What follows belongs to an exercise in optimizing a design on an open flow for small area; a production flow would make more cautious choices.
In this exercise RTL edits were held to simulation tests only and were not proved equivalent to the original.
The clock port is modelled as an ideal driver; clocking choices that lean on that would not hold on a real chip.
Power and IR drop assume default switching activity.

## main
==> flow/design.v <==
`timescale 1ns/1ps
`default_nettype none
package game_pkg;
	typedef enum logic [2-1:0] {
		ROCK    = 2'd0,
		SCISSOR = 2'd1,
		PAPER   = 2'd2
	} move_t;
	typedef struct packed {
		logic user_win;
		logic com_win;
		logic draw;
	} outcome_t;
	typedef enum logic {
		STRAT_CYCLER = 1'b0,
		STRAT_MARKOV = 1'b1
	} strategy_t;
	typedef union packed {
		struct packed {
			move_t user;  
			move_t com;
		} moves;
		logic [2*2-1:0] row;
	} round_key_u;
endpackage
`default_nettype wire
`timescale 1ns/1ps
`default_nettype none
package score_pkg;
	typedef logic [8-1:0] score_t;
	typedef logic [3:0] nibble_t;
	typedef logic [6:0] seg_t;
endpackage
`default_nettype wire
`timescale 1ns/1ps
`default_nettype none
module rps_game (
	input  logic                clock,
	input  logic                reset,
	input  logic                play,
	input  logic                load,
	input  game_pkg::strategy_t strategy,
	input  game_pkg::move_t     user_move,
	output logic                user_win,
	output logic                com_win,
	output logic                draw,
	output score_pkg::seg_t     hex0,
	output score_pkg::seg_t     hex1,
	output score_pkg::seg_t     hex2,
	output score_pkg::seg_t     hex3,
	output score_pkg::seg_t     hex4,
	output score_pkg::seg_t     hex5
);
	localparam int CW = 8;
	logic       strat_q;
	logic [1:0] cyc;
	logic [1:0] pu, pc;     
	logic       have_prev;
	logic [8:0] valid;      
	logic [CW-1:0] cnt [0:8][0:2];
	logic [7:0] user_score, com_score;
	logic [2:0] pu_oh, pc_oh;
	logic [8:0] rsel;
	function automatic logic [2:0] move_oh(input logic [1:0] m);
		move_oh = {m[1], m[0], ~(m[1] | m[0])};
	endfunction
	assign pu_oh = move_oh(pu);
	assign pc_oh = move_oh(pc);
	always_comb begin
		for (int i = 0; i < 3; i++)
			for (int j = 0; j < 3; j++)
				rsel[i*3+j] = pu_oh[i] & pc_oh[j];
	end
	logic [CW-1:0] rd [0:2];  
	always_comb begin
		for (int c = 0; c < 3; c++) begin
			rd[c] = '0;
			for (int k = 0; k < 9; k++)
				rd[c] = rd[c] | (cnt[k][c] & {CW{rsel[k] & valid[k]}});
		end
	end
	logic [CW-1:0] r, s, p;
	assign r = rd[0];
	assign s = rd[1];
	assign p = rd[2];
	logic [1:0] predicted, markov_move, com;
	always_comb begin
		if (r == s && s == p)
			predicted = cyc;
		else if (p >= r && p >= s)
			predicted = 2'd2;
		else if (r == s)
			predicted = cyc[0] ? 2'd1 : 2'd0;
		else if (r > s)
			predicted = 2'd0;
		else
			predicted = 2'd1;
		case (predicted)
			2'd0:    markov_move = 2'd2;
			2'd1:    markov_move = 2'd0;
			default: markov_move = 2'd1;
		endcase
	end
	assign com = strat_q ? markov_move : cyc;
	function automatic logic beats(input logic [1:0] a, input logic [1:0] b);
		logic [2:0] ao, bo;
		ao = move_oh(a);
		bo = move_oh(b);
		beats = (ao[0] & bo[1]) | (ao[1] & bo[2]) | (ao[2] & bo[0]);
	endfunction
	logic uw, cw;
	assign uw = beats(user_move, com);
	assign cw = beats(com, user_move);
	always_ff @(posedge clock or negedge reset) begin
		if (!reset) begin
			strat_q <= 1'b0;
		end else if (load) begin
			strat_q <= strategy;
		end
	end
	always_ff @(posedge clock or negedge reset) begin
		if (!reset) begin
			cyc <= 2'd0;
		end else begin
			cyc <= {cyc[0], ~cyc[0] & ~cyc[1]};
		end
	end
	always_ff @(posedge clock or negedge reset) begin
		if (!reset) begin
			pu <= 2'd0;
			pc <= 2'd0;
			have_prev <= 1'b0;
		end else if (play) begin
			pu <= user_move;
			pc <= com;
			have_prev <= 1'b1;
		end
	end
	always_ff @(posedge clock or negedge reset) begin
		if (!reset) begin
			user_score <= '0;
			com_score <= '0;
		end else begin
			user_score <= user_score + 8'(play & uw);
			com_score <= com_score + 8'(play & cw);
		end
	end
	logic [8:0] row_we;
	assign row_we = rsel & {9{play & have_prev}};
	always_ff @(posedge clock or negedge reset) begin
		if (!reset) begin
			valid <= '0;
		end else begin
			valid <= valid | row_we;
		end
	end
	logic [CW-1:0] wd [0:2];
	logic [2:0] u_oh;
	assign u_oh = move_oh(user_move);
	always_comb begin
		for (int c = 0; c < 3; c++)
			wd[c] = rd[c] + CW'(u_oh[c]);
	end
	always_ff @(posedge clock) begin
		for (int k = 0; k < 9; k++) begin
			if (row_we[k]) begin
				for (int c = 0; c < 3; c++)
					cnt[k][c] <= wd[c];
			end
		end
	end
	assign draw = have_prev & |(pu_oh & pc_oh);
	assign user_win = have_prev & beats(pu, pc);
	assign com_win = have_prev & beats(pc, pu);
	function automatic score_pkg::seg_t seg_of(input score_pkg::nibble_t value);
		case (value)
			4'h0:    seg_of = 7'b100_0000;
			4'h1:    seg_of = 7'b111_1001;
			4'h2:    seg_of = 7'b010_0100;
			4'h3:    seg_of = 7'b011_0000;
			4'h4:    seg_of = 7'b001_1001;
			4'h5:    seg_of = 7'b001_0010;
			4'h6:    seg_of = 7'b000_0010;
			4'h7:    seg_of = 7'b111_1000;
			4'h8:    seg_of = 7'b000_0000;
			4'h9:    seg_of = 7'b001_1000;
			4'hA:    seg_of = 7'b000_1000;
			4'hB:    seg_of = 7'b000_0011;
			4'hC:    seg_of = 7'b100_0110;
			4'hD:    seg_of = 7'b010_0001;
			4'hE:    seg_of = 7'b000_0110;
			default: seg_of = 7'b000_1110;
		endcase
	endfunction
	assign hex0 = seg_of(user_score[3:0]);
	assign hex1 = seg_of(user_score[7:4]);
	function automatic score_pkg::seg_t seg_of_move(input logic [1:0] m);
		seg_of_move = {~m[1], m[0] | m[1], m[0], m[0], m[1], 1'b0, m[0]};
	endfunction
	assign hex2 = seg_of_move(pu);
	assign hex3 = seg_of_move(pc);
	assign hex4 = seg_of(com_score[3:0]);
	assign hex5 = seg_of(com_score[7:4]);
endmodule
`default_nettype wire
Settings: LEC_CHECK=0, CAP_MARGIN=20, CORE_MARGIN=2, CORE_UTILIZATION=40, PLACE_DENSITY=0.6, SLEW_MARGIN=20; clock period 10.0 ns.
standard.sh (not shown) runs the stock make flow with config.mk's settings and CLKGATE_MAP_FILE= SYNTH_SCRIPT=/design/flow/synth_recipe.tcl, a recipe that flattens the netlist after the stock synthesis.
==> flow/flow/run.sh <==
#!/bin/bash
# Own layout flow: the standard synthesis, then the same synthesis again with an area-oriented
# ABC script and without the full/half-adder extraction step; the smaller netlist is kept only if
# its flip-flops (names and cell types) are exactly those of the standard synthesis. The layout
# then runs the standard ORFS flow (standard.sh) with small port buffers and a leaner clock tree.
set -uo pipefail
W=$PWD
F=$W/flow
R=$W/orfs/results/$FLOW_PLATFORM/rps_game/base
LIB=$FLOW_HOME/platforms/$FLOW_PLATFORM/lib/sky130_fd_sc_hd__tt_025C_1v80.lib

# 1. standard synthesis
bash standard.sh synth > $W/log_std_synth.txt 2>&1 || { echo "standard synthesis failed"; exit 1; }
cp $R/1_2_yosys.v $W/netlist_std.v

# 2. custom synthesis in its own ORFS work home
sed -e 's#^\(source \$::env(SCRIPTS_DIR)/synth_preamble.tcl\)#\1\nset abc_args [lreplace $abc_args 1 1 $::env(MY_ABC)]#' \
    -e 's#^\(\s*\)extract_fa {\*}\[dont_use_extract_fa_args\]#\1\# extract_fa skipped#' \
    $FLOW_HOME/scripts/synth.tcl > $W/synth_c.tcl
sed -e "s#source \$::env(SCRIPTS_DIR)/synth.tcl#source $W/synth_c.tcl#" $W/synth_recipe.tcl > $W/synth_recipe_c.tcl
sed -e "s#SYNTH_SCRIPT=[^ ]*#SYNTH_SCRIPT=$W/synth_recipe_c.tcl#" -e "s#WORK_HOME=[^ ]*#WORK_HOME=$W/orfs_c#" \
    -e '/^if \[\[ -f/,/^fi/d' standard.sh > $W/standard_c.sh
best=$W/netlist_std.v
for s in $F/abc_*.script; do
  n=$(basename $s .script)
  (
    sed -e "s#WORK_HOME=[^ ]*#WORK_HOME=$W/orfs_$n#" $W/standard_c.sh > $W/standard_$n.sh
    if MY_ABC=$s bash $W/standard_$n.sh "MIN_BUF_CELL_AND_PORTS=sky130_fd_sc_hd__buf_1 A X" synth > $W/log_synth_$n.txt 2>&1; then
      cp $W/orfs_$n/results/$FLOW_PLATFORM/rps_game/base/1_2_yosys.v $W/netlist_$n.v
    fi
    rm -rf $W/orfs_$n
  ) &
done
wait
python3 $F/pick.py $LIB $W/netlist_std.v $W/netlist_abc_*.v > $W/log_pick.txt 2>&1
best=$(tail -1 $W/log_pick.txt)
[[ -f "$best" ]] || best=$W/netlist_std.v
if [[ "$best" != "$W/netlist_std.v" ]]; then
  cp "$best" $R/1_2_yosys.v
  rm -f $R/1_synth.odb
fi

PORTS="BUFFER_PORTS_ARGS=-buffer_cell sky130_fd_sc_hd__buf_1"
CTS_BASE="-sink_clustering_enable -repair_clock_nets -dont_use_dummy_load"
CTS_DEFAULT="$CTS_BASE -buf_list {sky130_fd_sc_hd__clkbuf_8} -sink_clustering_size 15 -sink_clustering_max_diameter 100"
bash standard.sh "$PORTS" place > $W/log_place.txt 2>&1 || { echo "placement failed"; tail -20 $W/log_place.txt; exit 1; }
sed -e '/^if \[\[ -f/,/^fi/d' standard.sh > $W/standard_t.sh
i=0
while IFS= read -r cfg; do
  [[ -z "$cfg" || "$cfg" == \#* ]] && continue
  i=$((i+1))
  (
    cp -a $W/orfs $W/orfs_t$i
    sed -e "s#WORK_HOME=[^ ]*#WORK_HOME=$W/orfs_t$i#" $W/standard_t.sh > $W/standard_t$i.sh
    if bash $W/standard_t$i.sh "$PORTS" "CTS_ARGS=$CTS_BASE $cfg" cts > $W/log_cts_t$i.txt 2>&1; then
      RT=$W/orfs_t$i/results/$FLOW_PLATFORM/rps_game/base
      cat > $W/cts_t$i.tcl <<EOT
read_db $RT/4_cts.odb
read_liberty $LIB
read_sdc $RT/4_cts.sdc
source $FLOW_HOME/platforms/$FLOW_PLATFORM/setRC.tcl
estimate_parasitics -placement
set mx 0
foreach p [get_pins -hierarchical */CLK] { set s [get_property \$p slew_max]; if {\$s > \$mx} {set mx \$s} }
set a 0
foreach inst [get_cells *] { set m [get_property \$inst ref_name]; if {![string match *tap* \$m]} { set a [expr {\$a + [get_property [get_lib_cells */\$m] area]}] } }
puts "RESULT $i \$a \$mx"
EOT
      openroad -no_init -exit $W/cts_t$i.tcl > $W/log_cts_measure_t$i.txt 2>&1
    fi
  ) &
done < $F/cts_options.txt
wait
grep -h "^RESULT" $W/log_cts_measure_t*.txt > $W/log_cts_choice.txt 2>/dev/null
best=$(awk '$4 <= 0.110 {print $3, $2}' $W/log_cts_choice.txt | sort -g | head -1 | awk '{print $2}')
CTS_CHOSEN="$CTS_DEFAULT"
if [[ -n "$best" ]]; then
  cfg=$(grep -v '^#' $F/cts_options.txt | grep -v '^$' | sed -n "${best}p")
  CTS_CHOSEN="$CTS_BASE $cfg"
  RB=$W/orfs_t$best/results/$FLOW_PLATFORM/rps_game/base
  for d in results logs reports; do
    cp -a $W/orfs_t$best/$d/$FLOW_PLATFORM/rps_game/base/4_* $W/orfs/$d/$FLOW_PLATFORM/rps_game/base/ 2>/dev/null
  done
  cp -a $RB/4_* $R/
fi
echo "chosen: $best $CTS_CHOSEN" >> $W/log_cts_choice.txt
rm -rf $W/orfs_t*
bash standard.sh "$PORTS" "CTS_ARGS=$CTS_CHOSEN" finish > $W/log_layout.txt 2>&1 || { echo "layout failed"; tail -20 $W/log_layout.txt; exit 1; }
ls -la $W/out
Other scripts of this flow, unchanged in this note and not shown: flow/flow/abc_amap.script, flow/flow/cts_options.txt, flow/flow/pick.py
Modified inputs, the feature branch compared to main
==> flow/flow/abc_ds1.script (new file) <==
strash
&get -n
&deepsyn -I 20 -J 10
&put
dch -f
amap
topo
==> flow/flow/abc_ds2.script (new file) <==
strash
&get -n
&deepsyn -I 20 -J 10 -S 5
&put
dch -f
amap -F 4 -A 10
topo
==> flow/flow/abc_ds3.script (new file) <==
strash
dc2
&get -n
&deepsyn -I 20 -J 10
&put
dch -f
amap -F 4 -A 10
topo
==> flow/flow/abc_ds4.script (new file) <==
strash
&get -n
&deepsyn -I 20 -J 10 -S 9
&put
dch -f
amap -F 4 -A 10
topo
==> flow/flow/abc_ds5.script (new file) <==
strash
&get -n
&deepsyn -I 20 -J 10 -S 13
&put
dch -f
amap -F 4 -A 10
topo
--- outcome ---
- Cmp the feature branch vs main: synthesis-to-layout area growth higher in the feature branch
- Layout clock buffer count: the feature branch > main
- Setup violation total in the final timing report: main vs the feature branch identical
- [the feature branch vs main] fraction of final layout cells sized beyond drive strength 1: higher in the feature branch
- Max share of total power in combinational logic across the feature branch and main: main
- For the via count normalized by instance count, the feature branch came in about 5% higher than main did.
- Final cell count sits lower in the feature branch than in main.
- Re post-cts hold buffer count: no difference whatsoever between the feature branch and main.
- Number of buffer and inverter stages on the critical path in the feature branch vs main: down 1

re-timing with driven ports:
How much do the figures lean on ideal ports? The routed layouts below were timed once more, with nothing changed but the port constraints.
Step 1 assumes that a clkbuf_16 drives the clock port and a buf_2 every other input.
Step 2, shift: input delay + t, output delay - t, t = (earliest + latest rising clock arrival at the registers) / 2. This alone moves slack from input paths to output paths.
a / b / c = ideal / step 1 / step 2; a / b = the first two.
run | t (ns) | setup WS [ns] | worst setup path after step 2 | clock arrival spread, ns | slew at the worst register clock pin (ns)
main | 0.709 | 3.129 / 3.129 / 3.129 | register to register | 0.079 / 0.078 | 0.10 / 0.10
the feature branch | 0.644 | 3.693 / 3.693 / 3.693 | register to register | 0.048 / 0.048 | 0.10 / 0.10
After both steps setup and hold are still met in every run listed.
